From an optimization exercise on the open Yosys and OpenROAD flow, aimed at small area, a short achievable clock period and few clock cycles per item; shortcuts taken in it are not production practice.
The RTL was checked by simulation tests, not by an equivalence proof against the original design.

==> flow/design.v, too long to show whole: its modules and the start of the top module <==
// module fp_unpack: 13 lines
// module fp_mul: 649 lines
// module fp_mul_round: 14 lines
// module fp_add: 36 lines
// module int_to_float: 24 lines
// module log2_tables: 64 lines
// module log2_cmul5: 40 lines
// module log2_seq: 206 lines
// module log2_top: 23 lines
module log2_top #(
  parameter int taylor_terms = 9
) (
  input  logic             clk,
  input  logic             arst_n,
  input  log2_pkg::float_t x,
  input  logic             start,
  output log2_pkg::float_t result,
  output logic             busy,
  output logic             done
);
  // ...
==> flow/flow/run.sh <==
#!/bin/bash
# The standard layout (standard.sh, all ORFS steps) with two changes:
# - synthesis keeps the multiplier tree (module fp_mul) apart until the end
#   and extracts full/half adder cells only there, so that ABC maps all the
#   logic after the tree (carry-propagate adder, rounding, alignment, add,
#   normalisation) as one network and sees its whole depth; the standard flow's
#   synthesis script is otherwise unchanged (synth -nofsm -noshare, flatten,
#   rename), so the registers are the standard synthesis's;
# - a larger setup margin for ORFS's timing repair.
# Each tool's output goes to standard.log here and to ORFS's own logs.
set -euo pipefail
here=$(pwd)
sed 's/^  extract_fa {\*}\[dont_use_extract_fa_args\]$/  extract_fa {*}[dont_use_extract_fa_args] fp_mul/' \
  "$FLOW_HOME/scripts/synth.tcl" > "$here/synth_fa.tcl"
grep -q 'extract_fa {\*}\[dont_use_extract_fa_args\] fp_mul' "$here/synth_fa.tcl"
sed "s#source \$::env(SCRIPTS_DIR)/synth.tcl#source $here/synth_fa.tcl#" synth_recipe.tcl > "$here/synth_recipe_fa.tcl"
grep -q "source $here/synth_fa.tcl" "$here/synth_recipe_fa.tcl"
bash standard.sh SYNTH_SCRIPT="$here/synth_recipe_fa.tcl" SYNTH_KEEP_MODULES=fp_mul \
  SETUP_SLACK_MARGIN=7 finish > standard.log 2>&1
==> flow/standard.sh <==
#!/bin/bash
# synth_recipe.tcl (not shown) runs the flow's synth.tcl, then flattens the netlist and writes it again
# the make line also repeats each setting of config.mk as NAME=value (left out here)
make -C /OpenROAD-flow-scripts/flow DESIGN_CONFIG=/design/flow/config.mk WORK_HOME=/design/flow/orfs CLKGATE_MAP_FILE= SYNTH_SCRIPT=/design/flow/synth_recipe.tcl "${@:-finish}"
==> flow/config.mk <==
export PLATFORM = sky130hd
export DESIGN_NAME = log2_top
export DESIGN_NICKNAME = log2_top
export VERILOG_FILES = /design/flow/design.v
export SDC_FILE = /design/flow/constraint.sdc
export NUM_CORES = 4
export LEC_CHECK = 0
export ABC_AREA = 1
export CAP_MARGIN = 20
export CORE_MARGIN = 2
export CORE_UTILIZATION = 50
export SETUP_SLACK_MARGIN = 5
export SLEW_MARGIN = 20
==> flow/constraint.sdc <==
create_clock -name core_clock -period 18.5 [get_ports {clk}]
set_input_delay 3.7000 -clock core_clock [delete_from_list [all_inputs] [get_ports {clk}]]
set_output_delay 3.7000 -clock core_clock [all_outputs]
set_load 0.01 [all_outputs]
==> flow_metrics.tcl, run 1 <==
set metrics [dict create \
    status "finished clean" \
    crit_buf_inv 10 \
    arrival_ns 11.21 \
    crit_cells 58 \
    pre_cts_ws_ns 5.06 \
    clock_sinks 81 \
    synth_top_family_by_area "simple AND/OR/NAND/NOR gates" \
    final_core_util 0.536 \
    cp_slowest_stage_delay_ns 0.61 \
    ioPinCount 69 \
    slew_headroom 0.295 \
    syn_avg_cell_area_um2 5.60 \
    worstHoldPathType "reg2reg" \
    min_period_over_period 0.603 \
    yosys.area_share.simple 0.409 \
    setup_tns_ns 0 \
    holdPathStages 2 \
    tap_cells 882 \
    wl_met3_mm 17.0 \
    grt_max_degree 48 \
    numCtsBuffers 9 \
    drt_iter0_markers 5815 \
    multi_input_gates 4775 \
    track_usage 0.442 \
    fin_skew_ns 0.00950 \
    dpl.cell_count 6766 \
    yosysMostFrequentCell "nand2_1" \
    clock_buffers 9 \
    synth_top_cell_by_area "nand2_1" \
    synth_edf_count 38 \
    post_layout_nonfiller_instances 6855 \
]
Testbench counts, summed over its fixed seeds: cycles 29,876, items 2,560.
==> inputs of run 2 (changes only) <==
--- a/flow/flow/run.sh
+++ b/flow/flow/run.sh
@@ -17,3 +17,3 @@
 grep -q "source $here/synth_fa.tcl" "$here/synth_recipe_fa.tcl"
 bash standard.sh SYNTH_SCRIPT="$here/synth_recipe_fa.tcl" SYNTH_KEEP_MODULES=fp_mul \
-  SETUP_SLACK_MARGIN=7 finish > standard.log 2>&1
+  SETUP_SLACK_MARGIN=7.5 finish > standard.log 2>&1
--- a/flow/config.mk
+++ b/flow/config.mk
@@ -9,5 +9,6 @@
 export CAP_MARGIN = 20
 export CORE_MARGIN = 2
-export CORE_UTILIZATION = 50
+export CORE_UTILIZATION = 40
 export SETUP_SLACK_MARGIN = 5
 export SLEW_MARGIN = 20
+export TNS_END_PERCENT = 5
==> flow_metrics.tcl, run 2 <==
set metrics [dict create \
    htreeDepth 3 \
    multi_input_comb_area_mm2 0.0282 \
    synth_common_cells "1997 x nand2_1, 815 x inv_1, 537 x nor2_1" \
    synthArstFlopShare 0.123 \
    min_period_over_period 0.579 \
    ioPinCount 69 \
    routed_wl_mm 168 \
    slew_violations 0 \
    die_h_um 297 \
    status "finished clean" \
    synthAdderAreaFrac 0.156 \
    grt_pass1_wl_mm 245 \
    crit_cells 57 \
    ys_seq_area_frac 0.0597 \
    final_common_cell "nand2_1" \
    dr_total_vias 41900 \
    track_usage 0.361 \
    end_kind "register" \
    row_count 107 \
    drive_gt1_frac 0.109 \
    die_x_um 297 \
    port-buffer-count 68 \
    yosysMostFrequentCell "nand2_1" \
    dp_hpwl_mm 129 \
    fillers 9346 \
    max-cap-violations 0 \
    largest_register_ffs 32 \
    critical_path.most_common_cell "nand2_1" \
    fin_crit_ns 10.71 \
    ant_nets 0 \
    regToRegSetupSlack_ns 7.79 \
    synth_area_leaders "nand2_1 22%, fa_1 14%, inv_1 8.9%" \
    synth_top_cell_by_area "nand2_1" \
    postLayoutSetupSlackWorst_ns 7.79 \
    slew_headroom 0.307 \
    cts_tree "yes" \
    reg2reg_to "u_seq.tb[17]" \
    crit_buf_inv 10 \
    holdPathStages 2 \
    design.core.area_mm2 0.0851 \
    biggestRegsByFlops "u_seq.acc: 32 flops, u_seq.tb: 19 flops, u_seq.e: 9 flops" \
    cp_slowest_cell "fa_1" \
    arrival_ns 10.82 \
    ys.flop_type "edfxtp_1" \
    synth_seq_cells 81 \
    synth_top_family_by_area "simple AND/OR/NAND/NOR gates" \
    pre_cts_ws_ns 4.73 \
    clk_latency_ns 0.37 \
    antenna_found_initial 0 \
    grt_max_degree 48 \
    startpoint "u_seq.tb[3]" \
    clk_pin_slew_worst_paths_ns 0.07 \
    synth_area_mm2 0.0344 \
    drt_iter0_markers 5471 \
    final_cell_mix "1930 x nand2_1, 806 x inv_1, 500 x nand3_1" \
    ys.warnings.count 5 \
    fmax_mhz 93.4 \
    clk_path_buf_depth 2 \
    clock_sinks 81 \
    initial_core_util 0.404 \
    r2r_start "u_seq.tb[3]" \
    overflow 0 \
    synth-xor-area-share 0.0397 \
    start_kind "register" \
    regMostFlops "u_seq.acc" \
    synth_mux_area_frac 0 \
    setup_tns_ns 0 \
    rr_worst_depth 57 \
    crit_family "simple AND/OR/NAND/NOR gates" \
    num_antenna_cells 0 \
    place.gp.congestion 1.03 \
    synth_cells 6135 \
    fin_skew_ns 0.0139 \
    firstDrtPassIters 6 \
    drc 0 \
    wl_per_cell_um 23.5 \
    root_buffer "clkbuf_16" \
    viasPerCell 5.85 \
    critical_path_required_ns 18.61 \
    finalHoldViolCount 0 \
    area_delta_synth_final_pct 10.4 \
    endpoint "u_seq.tb[17]" \
    numCtsBuffers 9 \
    setup_violations 0 \
    regArea_mm2 0.00207 \
    critPathMaxFanout 16 \
    cts-hold-fix-buffers 0 \
    syn_avg_cell_area_um2 5.60 \
    path_class "reg2reg" \
    synth_edf_count 38 \
    synth-compound-area-share 0.170 \
    yosysUniqueCellTypes 79 \
    worstHoldPathType "reg2reg" \
    nets 6333 \
    yosys.area_share.simple 0.409 \
    synth_top_area_frac 0.218 \
    grt_pass1_vias 38600 \
    cp_slowest_stage_delay_ns 0.63 \
    rsz0062_at_grt "yes" \
    tightestPinTransition_ns 1.04 \
    dieArea_mm2 0.0883 \
]
-- run 2: metrics by stage --
step | hold WS [ns] | cell area [um^2] | util | instances
4_1_cts | 0.540 | 36000 | 0.423 | 7087
5_1_grt | 0.628 | 37900 | 0.445 | 7163
3_3_place_gp | 0.538 | 34700 | 0.408 | 7030
3_5_place_dp | 0.523 | 34800 | 0.408 | 7031
6_report | 0.553 | 37900 | 0.445 | 7163
2_1_floorplan | 0.489 | 34400 | - | 6137
-- run 2: per-module statistics from Yosys, one instance, submodules excluded --
module / flip-flops and latches / cell area (um^2) / cells inside / times used
log2_top: 81 / 20800 / 4246 / 1
fp_mul: 0 / 13600 / 1889 / 1
-- run 2: repair_timing --
item,4_1_cts,5_1_grt
gates resized for setup,176,319
buffers inserted,31,67
pin swaps,11,37
setup endpoints to repair,68,56
cloned,9,9
-- run 2: worst min path at each step --
stage               slack [ns]         start      endpoint
floorplan                 0.49  u_seq.cnt[1]  u_seq.cnt[1]
CTS                       0.54  u_seq.cnt[1]  u_seq.cnt[1]
global placement          0.54  u_seq.cnt[1]  u_seq.cnt[1]
detailed placement        0.52  u_seq.cnt[1]  u_seq.cnt[1]
finish                    0.55  u_seq.cnt[1]  u_seq.cnt[1]
global route              0.63  u_seq.cnt[1]  u_seq.cnt[1]
-- run 2: cell type report --
cell class              instances  share of cell area
inverters                     909              0.0954
multi-input cells            4775               0.744
repair buffers                232              0.0605
well taps                    1144              0.0377
repair inverters                6             0.00106
clock buffers                   9             0.00594
clock inverters                 7             0.00135
flip-flops and latches         81              0.0545
-- run 2: worst reg2reg max path: cells and delay by family (launching register included) --
family / cells / cell delay, ns
fa+ha+maj: 5 / 2.69
compound gates: 8 / 1.35
xor+xnor: 1 / 0.30
buf+inv: 10 / 1.42
simple gates: 33 / 4.26
flops: 1 / 0.44
-- run 2: kinds of logic after synthesis --
group | Yosys count
AND/OR/NAND/NOR | 3352
AO/OA/AOI/OAI | 976
buffers and inverters | 1290
other | 2
adder cells (fa/ha/maj) | 284
flip-flops | 81
XOR/XNOR | 150
-- run 2: metal layers --
layer	track usage	vias to the layer above	part of all wire
met1	0.459	19500	0.38
met2	0.598	2591	0.45
li1	-	19300	-
met3	0.0486	574	0.099
met5	0	-	0
met4	0.183	0	0.071
==> inputs of run 3 (changes only) <==
--- a/flow/config.mk
+++ b/flow/config.mk
@@ -12,3 +12,2 @@
 export SETUP_SLACK_MARGIN = 5
 export SLEW_MARGIN = 20
-export TNS_END_PERCENT = 5
==> flow_metrics.tcl, run 3 <==
set metrics [dict create \
    synth_area_mm2 0.0344 \
    regArea_mm2 0.00207 \
    wl_per_cell_um 23.5 \
    track_usage 0.361 \
    post_layout_nonfiller_instances 7162 \
    root_buffer "clkbuf_16" \
    max-cap-violations 0 \
    clk_path_buf_depth 2 \
    port-buffer-count 68 \
    critical_path_required_ns 18.76 \
    synth_common_cells "1997 x nand2_1, 815 x inv_1, 537 x nor2_1" \
    clk_latency_ns 0.37 \
    viasPerCell 5.86 \
    clk_pin_slew_worst_paths_ns 0.08 \
    fillers 9355 \
    fin_crit_ns 10.69 \
    final_common_cell "nand2_1" \
    die_x_um 297 \
    hold_ws_ns 0.552 \
    met2_usage 0.594 \
    setup_violations 0 \
    grt_max_degree 48 \
    cp_slowest_stage_delay_ns 0.76 \
    path_class "reg2reg" \
    synth_edf_count 38 \
    row_count 107 \
    worstHoldPathType "reg2reg" \
    synth_area_leaders "nand2_1 22%, fa_1 14%, inv_1 8.9%" \
    setup_tns_ns 0 \
    synth_top_cell_by_area "nand2_1" \
    design.core.area_mm2 0.0851 \
    ioPinCount 69 \
    dpl.cell_count 7031 \
    place_area_mm2 0.0348 \
    ys.warnings.count 5 \
    fmax_mhz 93.6 \
    routed_wl_mm 168 \
    rsz0062_at_grt "no" \
    finalHoldViolCount 0 \
    use_met1 0.459 \
    grt_pass1_vias 38600 \
    place.gp.congestion 1.03 \
    grt.busiest_layer "met2" \
    firstDrtPassIters 12 \
    yosysMostFrequentCell "nand2_1" \
    critical_path.most_common_cell "nand2_1" \
    area_delta_synth_final_pct 10.5 \
    synthArstFlopShare 0.123 \
    biggestRegsByFlops "u_seq.acc: 32 flops, u_seq.tb: 19 flops, u_seq.e: 9 flops" \
    slew_headroom 0.336 \
    synth_top_area_frac 0.218 \
    grt_pass1_wl_mm 244 \
    overflow 0 \
    drc 0 \
    nets 6332 \
    dr_total_vias 41900 \
    die_h_um 297 \
    start_kind "register" \
    cp_slowest_cell "edfxtp_1" \
    ys_seq_area_frac 0.0597 \
    tightestPinTransition_ns 0.990 \
    drive_gt1_frac 0.109 \
    synth_seq_cells 81 \
    min_period_over_period 0.578 \
    num_antenna_cells 0 \
    slew_violations 0 \
    critPathMaxFanout 25 \
    finish.instance_area_mm2 0.0380 \
    largest_register_ffs 32 \
    end_kind "register" \
    drt_iter0_markers 5313 \
    synth_cells 6135 \
    final_cell_mix "1929 x nand2_1, 805 x inv_1, 499 x nand3_1" \
    htreeDepth 3 \
    regMostFlops "u_seq.acc" \
    numCtsBuffers 9 \
    dieArea_mm2 0.0883 \
    cts_tree "yes" \
    cts-hold-fix-buffers 0 \
    multi_input_comb_area_mm2 0.0282 \
    met3_usage 0.0496 \
    ys.flop_type "edfxtp_1" \
    antenna_found_initial 1 \
    status "finished clean" \
    syn_avg_cell_area_um2 5.60 \
    fin_skew_ns 0.0131 \
    clock_sinks 81 \
    dp_hpwl_mm 129 \
    arrival_ns 10.95 \
    ant_nets 0 \
    initial_core_util 0.404 \
    yosysUniqueCellTypes 79 \
]
run 3: cell counts after synthesis:
Identical to the previous run, type by type.
run 3: stage by stage:
stage	utilization	setup slack [ns]
finish	0.446	7.81
detailed placement	0.408	4.73
global route	0.446	7.48
global placement	0.408	4.74
floorplan	-	8.31
CTS	0.424	7.51
run 3: routing by layer:
| layer | part of all wire | wire length [um] |
|---|---|---|
| met1 | 0.38 | 64200 |
| met2 | 0.45 | 75200 |
| met3 | 0.099 | 16600 |
| met5 | 0 | 0 |
| met4 | 0.072 | 12000 |
run 3: critical path: cells and delay by family (launching register included):
| family | cells | cell delay [ns] |
|---|---|---|
| compound gates | 7 | 0.96 |
| xor+xnor | 2 | 0.34 |
| fa+ha+maj | 5 | 2.69 |
| buf+inv | 10 | 1.91 |
| flops | 1 | 0.76 |
| simple gates | 26 | 3.83 |
run 3: logic make-up after synthesis:
logic type,Yosys count,synth area share
other,2,0.000219
buffers and inverters,1290,0.165
and+or+nand+nor,3352,0.409
AOI/OAI and AO/OA,976,0.170
xor gates and xnor gates,150,0.0397
adders and majority gates,284,0.156
DFF,81,0.0597
run 3: final cells by class:
class,count,area share
inverter,909,0.0956
clock inverter,7,0.00135
tap,1144,0.0377
timing repair buffer,230,0.0608
timing repair inverter,5,0.000923
clock buffer,9,0.00593
sequential,81,0.0544
multi-input combinational,4777,0.743
run 3: per-module statistics from Yosys, one instance, submodules excluded:
module    cell area, um^2  cells  flip-flops and latches
fp_mul              13600   1889                       0
log2_top            20800   4246                      81
run 3: final timing paths:
check	to	slack [ns]	depth (start not counted)	from
min	u_seq.cnt[1]	0.55	2	u_seq.cnt[1]
max	u_seq.acc[24]	7.81	50	u_seq.tb[12]
min in group asynchronous	u_seq.done	3.79	1	arst_n
max reg2reg	u_seq.acc[24]	7.81	50	u_seq.tb[12]
max in group asynchronous	u_seq.st[3]	14.16	1	arst_n
min reg2reg	u_seq.cnt[1]	0.55	2	u_seq.cnt[1]
run 3: timing repair:
action / CTS / global route
hold endpoints to repair: 0 / 0
resized for setup: 185 / 306
setup endpoints to repair: 68 / 56
gates cloned: 9 / 11
pin swaps: 11 / 40
buffers inserted: 33 / 62

[afterwards: timing with drivers on the ports]
How much do the figures lean on ideal ports? The routed layouts below were timed once more, with nothing changed but the port constraints.
Step 1 assumes that a clkbuf_16 drives the clock port and a buf_2 every other input.
Step 2 also shifts input and output timing later by t, the mid clock arrival at the registers, as if the neighbouring blocks saw the same clock.
Slacks: ideal / step 1 / step 2; pairs: ideal / step 1.
run	t, ns	setup slack, ns	hold slack, ns	clock arrival spread, ns	worst register clock-pin slew, ns
run 1	0.413	7.337 / 7.337 / 7.337	0.552 / 0.552 / 0.552	0.009 / 0.010	0.08 / 0.08
run 2	0.422	7.790 / 7.790 / 7.790	0.553 / 0.553 / 0.553	0.014 / 0.014	0.08 / 0.08
run 3	0.414	7.813 / 7.813 / 7.813	0.552 / 0.552 / 0.552	0.013 / 0.013	0.08 / 0.08
After both steps setup and hold are still met in every run listed.
